From an optimization exercise on the open Yosys and OpenROAD flow, aimed at small area, a short achievable clock period and few clock cycles; shortcuts taken in it are not production practice.
RTL that was checked went through simulation tests only; none was proved equivalent to the original.

Setup of the previous run:
==> flow/design.v <==
`default_nettype none
`default_nettype wire
`default_nettype none
package mpls_pkg;
   typedef struct packed {
      logic [8-1:0] ctrl;
      logic [64-1:0] data;
   } pkt_word_t;
   typedef struct packed {
      logic       unicast;    
      logic [7:0] dst_port;   
   } route_t;
   typedef struct packed {
      logic [3:0]  cmd;
      logic [19:0] swap_label;
      logic [2:0]  out_port;
   } mpls_cmd_t;
   function automatic mpls_cmd_t decode_cmd(input logic [72-1:0] word);
      decode_cmd = {word[71:68], word[49:30], word[60:58]};   
   endfunction
endpackage
`default_nettype wire
`timescale 1ns/1ps
`default_nettype none
module mpls_proc (
   input  logic                   clk,
   input  logic                   reset,
   input  logic [8+64-1:0]  in_word,     
   input  logic                   in_wr,
   output logic                   in_rdy,
   output logic [8+64-1:0]  out_word,    
   output logic                   out_wr,
   input  logic                   out_rdy,
   input  logic [48-1:0]      bram_dst_mac,
   input  logic [72-1:0] mplsword,
   input  logic                   unicast_out,
   input  logic [7:0]             ttl_stat_out
);
   localparam int DEPTH = 29;           
   logic [63:0]    q [0:DEPTH];         
   logic [DEPTH:0] oh;                  
   logic           hv;                  
   logic           owr;
   logic           frd;                 
   logic           ld_o;                
   logic           hold_o;              
   logic           rdy_q;
   logic           end_in;              
   logic [7:0]     endc;
   logic [63:0]    out_d;
   logic [7:0]     out_c;
   logic [7:0]     in_ctrl;
   logic           in_end;
   logic           fempty;
   logic           hfree;
   logic           fwr;
   logic           hv_n;
   logic           owr_n;
   logic [DEPTH:0] oh_n;
   logic           last_rd;
   logic           head_end;
   assign in_ctrl  = in_word[71:64];
   assign in_end   = (in_ctrl != 8'h00) && (in_ctrl != 8'hff);
   assign fempty   = oh[0];
   assign hfree    = !hv || owr;
   assign fwr      = in_wr && !(hfree && fempty);
   assign hv_n     = hfree ? (!fempty || in_wr) : 1'b1;
   assign owr_n    = out_rdy && hv_n;
   assign last_rd  = end_in && oh[1];
   assign head_end = fempty ? in_end : last_rd;
   always_comb begin
      oh_n = oh;
      if (fwr && !frd) oh_n = {oh[DEPTH-1:0], 1'b0};
      if (!fwr && frd) oh_n = {1'b0, oh[DEPTH:1]};
   end
   assign q[DEPTH] = '0;
   for (genvar i = 0; i < DEPTH; i++) begin : g_q
      logic ld, sh, hd;
      assign ld = frd ? oh[i+1] : oh[i];
      assign sh = frd && !ld;
      assign hd = !frd && !ld;
      always_ff @(posedge clk) begin
         q[i] <= ({64{sh}} & q[i+1]) | ({64{ld}} & ~in_word[63:0]) | ({64{hd}} & q[i]);
      end
   end
   always_ff @(posedge clk) begin
      if (reset) begin
         oh      <= (DEPTH+1)'(1);
         hv      <= 1'b0;
         owr     <= 1'b0;
         frd     <= 1'b0;
         ld_o    <= 1'b1;
         hold_o  <= 1'b0;
         rdy_q   <= 1'b1;
         end_in  <= 1'b0;
      end else begin
         oh     <= oh_n;
         hv     <= hv_n;
         owr    <= owr_n;
         frd    <= (!hv_n || owr_n) && !oh_n[0];
         ld_o   <= !hv_n || owr_n;
         hold_o <= hv_n && !owr_n;
         rdy_q  <= !(hv_n && oh_n[DEPTH]);
         if (fwr && in_end) end_in <= 1'b1;
         else if (frd && last_rd) end_in <= 1'b0;
      end
   end
   always_ff @(posedge clk) begin
      if (fwr && in_end) endc <= in_ctrl;
   end
   logic [3:0]  ridx;                   
   logic        past3;                  
   logic        uni_q;                  
   logic        mpls_q;                 
   logic        cpu;
   logic        swp;
   logic        mpls_now;
   logic [63:0] src;
   logic [63:0] ed;
   logic [7:0]  src_dec;                
   logic [7:0]  ttl_dec;                
   assign src      = fempty ? in_word[63:0] : ~q[0];    
   assign cpu      = !unicast_out || (ttl_stat_out <= 8'd1);
   assign swp      = (mplsword[71:68] == 4'd1);
   assign mpls_now = fempty ? (in_word[31:16] == 16'h8847) : (q[0][31:16] == ~16'h8847);
   assign src_dec  = 8'h01 << src[18:16];
   assign ttl_dec  = fempty ? in_word[55:48] - 8'd1 : ~q[0][55:48] - 8'd1;
   always_comb begin
      ed = src;
      if (ridx[0]) begin
         if (cpu) ed[55:48] = {src_dec[6:0], src_dec[7]};    
         else     ed[55:48] = 8'h01 << mplsword[60:58];
      end
      if (uni_q && ridx[1]) begin
         ed[63:16] = bram_dst_mac;
      end
      if (uni_q && ridx[2] && mpls_now && swp) begin
         ed[15:0] = mplsword[49:34];
      end
      if (uni_q && ridx[3] && !past3 && mpls_q) begin
         if (swp) ed[63:60] = mplsword[33:30];
         ed[55:48] = ttl_dec;
      end
   end
   always_ff @(posedge clk) begin
      if (reset) begin
         ridx  <= 4'b0001;
         past3 <= 1'b0;
      end else if (hfree && hv_n) begin
         if (head_end) begin
            ridx  <= 4'b0001;
            past3 <= 1'b0;
         end else if (ridx[3]) begin
            past3 <= 1'b1;
         end else begin
            ridx  <= {ridx[2:0], 1'b0};
         end
      end
   end
   always_ff @(posedge clk) begin
      if (hfree && hv_n && ridx[0]) uni_q  <= !cpu;
      if (hfree && hv_n && ridx[2]) mpls_q <= mpls_now;
   end
   logic [7:0] nxt_c;
   assign nxt_c = fempty ? in_ctrl : (ridx[0] ? 8'hff : (last_rd ? endc : 8'h00));
   always_ff @(posedge clk) begin
      out_d <= ({64{ld_o}} & ed) | ({64{hold_o}} & out_d);
      out_c <= ({8{ld_o}} & nxt_c) | ({8{hold_o}} & out_c);
   end
   assign out_word = {out_c, out_d};
   assign out_wr   = owr;
   assign in_rdy   = rdy_q;
endmodule
`default_nettype wire
Settings: LEC_CHECK=0, CAP_MARGIN=20, CORE_MARGIN=2, CORE_UTILIZATION=70, CTS_CLUSTER_DIAMETER=100, CTS_CLUSTER_SIZE=25, PLACE_DENSITY=0.8, SETUP_SLACK_MARGIN=2.85, SLEW_MARGIN=20; clock period 5.0 ns.
standard.sh (not shown) runs the stock make flow with config.mk's settings and CLKGATE_MAP_FILE= SYNTH_SCRIPT=/design/flow/synth_recipe.tcl, a recipe that flattens the netlist after the stock synthesis.
==> flow/flow/run.sh <==
#!/bin/bash
# The standard layout, with the ports buffered by plain buffers (sky130_fd_sc_hd__buf_2)
# instead of the delay cells buffer_ports picks by itself; the timing repair can then size
# them like any other buffer.
set -euo pipefail
export BUFFER_PORTS_ARGS="-buffer_cell sky130_fd_sc_hd__buf_2"
bash standard.sh > standard.log 2>&1
The previous run has completed all stages; timing, DRC and antenna checks passed.
Testbench counts of the previous run, summed over its fixed seeds: cycles 27,614.
## Diff of input files: the current run against the previous run
--- a/flow/design.v
+++ b/flow/design.v
@@ -37,9 +37,10 @@
    input  logic [7:0]             ttl_stat_out
 );
    localparam int DEPTH = 29;           
    logic [63:0]    q [0:DEPTH];         
-   logic [DEPTH:0] oh;                  
+   logic [4:0]     cnt;                 
+   logic           fempty;              
    logic           hv;                  
    logic           owr;
    logic           frd;                 
    logic           ld_o;                
@@ -50,58 +51,58 @@
    logic [63:0]    out_d;
    logic [7:0]     out_c;
    logic [7:0]     in_ctrl;
    logic           in_end;
-   logic           fempty;
    logic           hfree;
    logic           fwr;
    logic           hv_n;
    logic           owr_n;
-   logic [DEPTH:0] oh_n;
+   logic [4:0]     cnt_n;
    logic           last_rd;
    logic           head_end;
    assign in_ctrl  = in_word[71:64];
    assign in_end   = (in_ctrl != 8'h00) && (in_ctrl != 8'hff);
-   assign fempty   = oh[0];
    assign hfree    = !hv || owr;
    assign fwr      = in_wr && !(hfree && fempty);
    assign hv_n     = hfree ? (!fempty || in_wr) : 1'b1;
    assign owr_n    = out_rdy && hv_n;
-   assign last_rd  = end_in && oh[1];
+   assign last_rd  = end_in && (cnt == 5'd1);
    assign head_end = fempty ? in_end : last_rd;
    always_comb begin
-      oh_n = oh;
-      if (fwr && !frd) oh_n = {oh[DEPTH-1:0], 1'b0};
-      if (!fwr && frd) oh_n = {1'b0, oh[DEPTH:1]};
+      cnt_n = cnt;
+      if (fwr && !frd) cnt_n = cnt + 5'd1;
+      if (!fwr && frd) cnt_n = cnt - 5'd1;
    end
    assign q[DEPTH] = '0;
    for (genvar i = 0; i < DEPTH; i++) begin : g_q
       logic ld, sh, hd;
-      assign ld = frd ? oh[i+1] : oh[i];
+      assign ld = frd ? (cnt == 5'(i+1)) : (cnt == 5'(i));
       assign sh = frd && !ld;
       assign hd = !frd && !ld;
       always_ff @(posedge clk) begin
          q[i] <= ({64{sh}} & q[i+1]) | ({64{ld}} & ~in_word[63:0]) | ({64{hd}} & q[i]);
       end
    end
    always_ff @(posedge clk) begin
       if (reset) begin
-         oh      <= (DEPTH+1)'(1);
+         cnt     <= '0;
+         fempty  <= 1'b1;
          hv      <= 1'b0;
          owr     <= 1'b0;
          frd     <= 1'b0;
          ld_o    <= 1'b1;
          hold_o  <= 1'b0;
          rdy_q   <= 1'b1;
          end_in  <= 1'b0;
       end else begin
-         oh     <= oh_n;
+         cnt    <= cnt_n;
+         fempty <= (cnt_n == '0);
          hv     <= hv_n;
          owr    <= owr_n;
-         frd    <= (!hv_n || owr_n) && !oh_n[0];
+         frd    <= (!hv_n || owr_n) && (cnt_n != '0);
          ld_o   <= !hv_n || owr_n;
          hold_o <= hv_n && !owr_n;
-         rdy_q  <= !(hv_n && oh_n[DEPTH]);
+         rdy_q  <= !(hv_n && (cnt_n == 5'(DEPTH)));
          if (fwr && in_end) end_in <= 1'b1;
          else if (frd && last_rd) end_in <= 1'b0;
       end
    end
Results
- Re sequential share of layout area: the previous run and the current run aren't equal, and the lower value belongs to the current run.
- Max routed length on met2 across the previous run and the current run: the current run
- From the previous run to the current run the numbers moved as follows: critical path depth picked up an extra 8; total routed wirelength climbed about 27%; fill cell total of the finished layout now smaller.
- Synthesis left the current run with fewer flip-flops than the previous run.
- In the metrics for the previous run and the current run, the one carrying the higher share of the clock period used by the worst path is the current run.
- The current run against the previous run: worst hold slack saw an increase, overall die area saw a decrease, worst clock skew on the final layout saw an increase, final core area utilization saw an increase.
- Slack of the critical path ends up lower on the current run.
- The time the final worst path needs with I/O delays and setup number comes out higher for the current run vs the previous run.
- Total non-filler cell area in the finished layout was lower in the previous run than in the current run.
The RTL of the current run was laid out without a check of its function.

what the ideal ports hide:
In the flow no input, the clock included, has a driving cell. The finished layouts below were timed again as built, in two steps.
Step 1 (the two cells are an assumption about what drives the block):
set clk [get_ports {clk}]
set_driving_cell -lib_cell sky130_fd_sc_hd__clkbuf_16 $clk
set_driving_cell -lib_cell sky130_fd_sc_hd__buf_2 [delete_from_list [all_inputs] $clk]
Step 2, shift: input delay + t, output delay - t, t = (earliest + latest rising clock arrival at the registers) / 2. This alone moves slack from input paths to output paths.
Three values: no drivers, after step 1, after step 2; two values: the first two.
run	shift t [ns]	setup WS [ns]	hold WS [ns]	worst register clock-pin slew, ns	pins driven straight from the clock port
the previous run	0.762	2.828 / 2.756 / 2.109	0.457 / 0.457 / 0.457	0.10 / 0.10	1
the current run	0.777	2.576 / 2.432 / 1.655	0.461 / 0.461 / 0.461	0.11 / 0.11	1
After both steps every run listed still meets setup and hold. For the current run, which loses most, drivers alone change the setup slack by -0.144 ns; drivers and shift together by -0.921 ns.
